From an optimization exercise on the open Yosys and OpenROAD flow, aimed at small area; shortcuts taken in it are not production practice. Function was checked by simulation only, so behaviour that the tests miss may differ from the original. Power and IR drop assume default switching activity.

==> flow/design.v <==
`default_nettype none
package rs_pkg;
    localparam int SLOT_W = $clog2(4);   
    typedef logic [32-1:0] data_t;        
    typedef struct packed {
        logic              spare;   
        logic              bank;    
        logic [SLOT_W-1:0] slot;    
    } row_fields_t;
    typedef union packed {
        logic [4-1:0] raw;
        row_fields_t          f;
    } row_tag_u;
    localparam logic BANK_ADD = 1'b0;
    localparam logic BANK_MUL = 1'b1;
endpackage
`default_nettype wire
`timescale 1ns/1ps
`default_nettype none
module reservation_station (
    input  wire         clk,
    input  wire         reset,
    input  wire         dispatch,
    input  wire         dispatch_is_mul,
    input  wire  [31:0] src1_value,
    input  wire  [31:0] src2_value,
    input  wire  [3:0]  src1_tag,
    input  wire  [3:0]  src2_tag,
    input  wire         src1_ready,
    input  wire         src2_ready,
    input  wire         add_bc_valid,
    input  wire  [3:0]  add_bc_tag,
    input  wire  [31:0] add_bc_value,
    input  wire         mul_bc_valid,
    input  wire  [3:0]  mul_bc_tag,
    input  wire  [31:0] mul_bc_value,
    input  wire         free_valid,
    input  wire  [3:0]  free_tag,
    output logic [3:0]  available,
    output logic        add_full,
    output logic        mul_full,
    output logic [31:0] rs1_val,
    output logic [31:0] rs2_val,
    output logic [3:0]  row,
    output logic        calculate
);
    localparam int ROWS = 8;
    logic [ROWS-1:0]        b;
    logic [ROWS-1:0]        v1;
    logic [ROWS-1:0]        v2;
    logic [ROWS-1:0][31:0]  d1;    
    logic [ROWS-1:0][31:0]  d2;
    assign d1 = ~d1n;
    assign d2 = ~d2n;
    logic [ROWS-1:0][31:0]  d1n;
    logic [ROWS-1:0][31:0]  d2n;
    logic [ROWS-1:0]        g;     
    logic [ROWS-1:0] used;
    logic [3:0]      add_free, mul_free;    
    logic [ROWS-1:0] al;                    
    logic [ROWS-1:0] fr;                    
    logic [ROWS-1:0] req, gnt;
    logic            av, mv;                
    assign used = b | v1;
    assign add_full = &used[3:0];
    assign mul_full = &used[7:4];
    assign add_free = ~used[3:0] & (used[3:0] + 4'd1);
    assign mul_free = ~used[7:4] & (used[7:4] + 4'd1);
    always_comb begin
        available[3] = 1'b0;
        available[2] = dispatch_is_mul;
        if (dispatch_is_mul) begin
            available[1:0] = !used[4] ? 2'd0 : !used[5] ? 2'd1 : !used[6] ? 2'd2 : 2'd3;
        end else begin
            available[1:0] = !used[0] ? 2'd0 : !used[1] ? 2'd1 : !used[2] ? 2'd2 : 2'd3;
        end
    end
    assign al = {mul_free & {4{dispatch && dispatch_is_mul}},
                 add_free & {4{dispatch && !dispatch_is_mul}}};
    always_comb begin
        for (int i = 0; i < ROWS; i++) begin
            fr[i] = free_valid && (free_tag[2:0] == 3'(i));
        end
    end
    assign av = add_bc_valid && !add_bc_tag[3];
    assign mv = mul_bc_valid && !mul_bc_tag[3];
    logic s1a, s1m, s2a, s2m;
    assign s1a = add_bc_valid && (add_bc_tag == src1_tag);
    assign s1m = mul_bc_valid && (mul_bc_tag == src1_tag);
    assign s2a = add_bc_valid && (add_bc_tag == src2_tag);
    assign s2m = mul_bc_valid && (mul_bc_tag == src2_tag);
    logic [31:0] w1, w2;    
    assign w1 = {src1_value[31:3], src1_ready ? src1_value[2:0] : src1_tag[2:0]};
    assign w2 = {src2_value[31:3], src2_ready ? src2_value[2:0] : src2_tag[2:0]};
    logic [ROWS-1:0] ah1, mh1, ah2, mh2;
    logic [ROWS-1:0] ss1, sa1, sm1, ss2, sa2, sm2;
    always_comb begin
        for (int i = 0; i < ROWS; i++) begin
            ah1[i] = b[i] && !v1[i] && av && (d1[i][2:0] == add_bc_tag[2:0]);
            mh1[i] = b[i] && !v1[i] && mv && (d1[i][2:0] == mul_bc_tag[2:0]);
            ah2[i] = b[i] && !v2[i] && av && (d2[i][2:0] == add_bc_tag[2:0]);
            mh2[i] = b[i] && !v2[i] && mv && (d2[i][2:0] == mul_bc_tag[2:0]);
            ss1[i] = al[i] && (src1_ready || !(s1a || s1m));
            sa1[i] = (al[i] && !src1_ready && s1a) || ah1[i];
            sm1[i] = (al[i] && !src1_ready && !s1a && s1m) || (mh1[i] && !ah1[i]);
            ss2[i] = al[i] && (src2_ready || !(s2a || s2m));
            sa2[i] = (al[i] && !src2_ready && s2a) || ah2[i];
            sm2[i] = (al[i] && !src2_ready && !s2a && s2m) || (mh2[i] && !ah2[i]);
        end
    end
    assign req = b & v1 & v2;
    assign gnt = req & ~(req - 8'd1);
    always_ff @(posedge clk) begin
        if (reset) begin
            b  <= '0;
            v1 <= '0;
            v2 <= '0;
            g  <= '0;
        end else begin
            g <= gnt;
            for (int i = 0; i < ROWS; i++) begin
                if (fr[i]) begin
                    b[i]  <= 1'b0;
                    v1[i] <= 1'b0;
                    v2[i] <= 1'b0;
                end else if (al[i]) begin
                    b[i]  <= 1'b1;
                    v1[i] <= src1_ready || s1a || s1m;
                    v2[i] <= src2_ready || s2a || s2m;
                end else begin
                    if (gnt[i]) b[i] <= 1'b0;
                    if (ah1[i] || mh1[i]) v1[i] <= 1'b1;
                    if (ah2[i] || mh2[i]) v2[i] <= 1'b1;
                end
            end
        end
    end
    always_ff @(posedge clk) begin
        for (int i = 0; i < ROWS; i++) begin
            d1n[i] <= ~(({32{ss1[i]}} & w1) | ({32{sa1[i]}} & add_bc_value)
                        | ({32{sm1[i]}} & mul_bc_value))
                      & ({32{ss1[i] || sa1[i] || sm1[i]}} | d1n[i]);
            d2n[i] <= ~(({32{ss2[i]}} & w2) | ({32{sa2[i]}} & add_bc_value)
                        | ({32{sm2[i]}} & mul_bc_value))
                      & ({32{ss2[i] || sa2[i] || sm2[i]}} | d2n[i]);
        end
    end
    always_comb begin
        rs1_val = '0;
        rs2_val = '0;
        for (int i = 0; i < ROWS; i++) begin
            rs1_val = rs1_val | ({32{g[i]}} & d1[i]);
            rs2_val = rs2_val | ({32{g[i]}} & d2[i]);
        end
    end
    assign calculate = |g;
    assign row = {1'b0, |g[7:4], g[2] | g[3] | g[6] | g[7], g[1] | g[3] | g[5] | g[7]};
endmodule
`default_nettype wire
==> flow/config.mk <==
export PLATFORM = sky130hd
export DESIGN_NAME = reservation_station
export DESIGN_NICKNAME = reservation_station
export VERILOG_FILES = /design/flow/design.v
export SDC_FILE = /design/flow/constraint.sdc
export NUM_CORES = 4
export LEC_CHECK = 0
export CAP_MARGIN = 0
export CORE_MARGIN = 2
export CORE_UTILIZATION = 55
export SLEW_MARGIN = 0
==> flow/constraint.sdc <==
create_clock -name core_clock -period 4.0 [get_ports {clk}]
set_input_delay 0.8000 -clock core_clock [delete_from_list [all_inputs] [get_ports {clk}]]
set_output_delay 0.8000 -clock core_clock [all_outputs]
set_load 0.01 [all_outputs]
standard.sh (not shown) runs the stock make flow with config.mk's settings and CLKGATE_MAP_FILE= SYNTH_SCRIPT=/design/flow/synth_recipe.tcl, a recipe that flattens the netlist after the stock synthesis.
==> flow/flow/run.sh <==
#!/bin/bash
# Standard layout, with the smallest buffer on the ports and a lighter clock tree.
set -euo pipefail
export BUFFER_PORTS_ARGS="-buffer_cell sky130_fd_sc_hd__buf_1"
export CTS_ARGS="-sink_clustering_enable -repair_clock_nets -dont_use_dummy_load -buf_list sky130_fd_sc_hd__clkbuf_16 -sink_clustering_size 30 -sink_clustering_max_diameter 100"
bash standard.sh > make_flow.log 2>&1
The first run passed the timing, design-rule and antenna checks.
Change:
==> flow/flow/run.sh (replaced) <==
#!/bin/bash
# Standard layout, with the smallest buffer on the ports and no CTS dummy loads.
set -euo pipefail
export BUFFER_PORTS_ARGS="-buffer_cell sky130_fd_sc_hd__buf_1"
export CTS_ARGS="-sink_clustering_enable -repair_clock_nets -dont_use_dummy_load"
bash standard.sh > make_flow.log 2>&1
--- a/flow/config.mk
+++ b/flow/config.mk
@@ -7,5 +7,5 @@
 export LEC_CHECK = 0
-export CAP_MARGIN = 0
+export CAP_MARGIN = 20
 export CORE_MARGIN = 2
-export CORE_UTILIZATION = 55
-export SLEW_MARGIN = 0
+export CORE_UTILIZATION = 40
+export SLEW_MARGIN = 20
Global-route usage drops by 12 points.
Design area climbs by a few percent.
Wire length climbs by a few percent.
Combinational power barely changes.
Synthesized area stays the same.
Setup slack improved by 81 ps.
Total power climbs by roughly a tenth.
Clock power climbs by well over a third.
Change:
==> flow/run.sh (new file) <==
#!/bin/bash
# synth_recipe.tcl (not shown) runs the flow's synth.tcl, then flattens the netlist and writes it again
# the make line also repeats each setting of config.mk as NAME=value (left out here)
make -C /OpenROAD-flow-scripts/flow DESIGN_CONFIG=/design/flow/config.mk WORK_HOME=/design/flow/orfs CLKGATE_MAP_FILE= SYNTH_SCRIPT=/design/flow/synth_recipe.tcl finish
removed: flow/flow/run.sh
removed: flow/standard.sh
Result:
- core utilization went up by 3.1 points
- worst setup slack is worse by 160 ps
- register-to-register slack is better by 290 ps
- count of clock-buffer cells in the layout went up by 37
- synthesized area is unchanged
- final area went up by 6.8%
- sequential cell count is unchanged
Change:
==> flow/flow/run.sh (new file) <==
#!/bin/bash
# Standard layout, with the smallest buffer on the ports and a lighter clock tree.
set -euo pipefail
export BUFFER_PORTS_ARGS="-buffer_cell sky130_fd_sc_hd__buf_1"
export CTS_ARGS="-sink_clustering_enable -repair_clock_nets -dont_use_dummy_load -buf_list sky130_fd_sc_hd__clkbuf_8 -sink_clustering_size 16 -sink_clustering_max_diameter 60"
bash standard.sh > make_flow.log 2>&1
==> flow/standard.sh (new file) <==
#!/bin/bash
# synth_recipe.tcl (not shown) runs the flow's synth.tcl, then flattens the netlist and writes it again
# the make line also repeats each setting of config.mk as NAME=value (left out here)
make -C /OpenROAD-flow-scripts/flow DESIGN_CONFIG=/design/flow/config.mk WORK_HOME=/design/flow/orfs CLKGATE_MAP_FILE= SYNTH_SCRIPT=/design/flow/synth_recipe.tcl "${@:-finish}"
--- a/flow/config.mk
+++ b/flow/config.mk
@@ -9,3 +9,3 @@
 export CORE_MARGIN = 2
-export CORE_UTILIZATION = 40
+export CORE_UTILIZATION = 55
 export SLEW_MARGIN = 20
removed: flow/run.sh
Result:
- synthesized cell count does not change
- hold slack is about the same
- clock skew grows by 77 ps
- setup slack hardly moves
- count of clock-buffer cells in the layout goes down by 47
- via count climbs by 2.0%

-- static timing again, ports no longer ideal --
How much do the figures lean on ideal ports? The routed layouts below were timed once more, with nothing changed but the port constraints.
Step 1, drivers: a clkbuf_16 drives clk and a buf_2 each remaining input, both assumed.
Step 2, shift: input delay + t, output delay - t, t = (earliest + latest rising clock arrival at the registers) / 2. This alone moves slack from input paths to output paths.
Slacks: ideal ports / drivers / drivers and shift; pairs: ideal ports / drivers.
run	t (ns)	setup WS [ns]	worst hold slack (ns)	worst setup path at the end	worst slew at a driven data input, ns
the first run	0.662	0.311 / 0.245 / 0.197	0.472 / 0.472 / 0.472	input to register	0.13
the second run	0.687	0.391 / 0.324 / 0.145	0.466 / 0.466 / 0.466	input to register	0.14
the third run	0.712	0.226 / 0.158 / 0.069	0.468 / 0.468 / 0.468	input to register	0.12
the fourth run	0.726	0.225 / 0.161 / 0.179	0.469 / 0.469 / 0.469	input to register	0.13
After both steps every run listed still meets setup and hold. For the second run, which loses most, drivers alone change the setup slack by -0.067 ns; drivers and shift together by -0.246 ns.
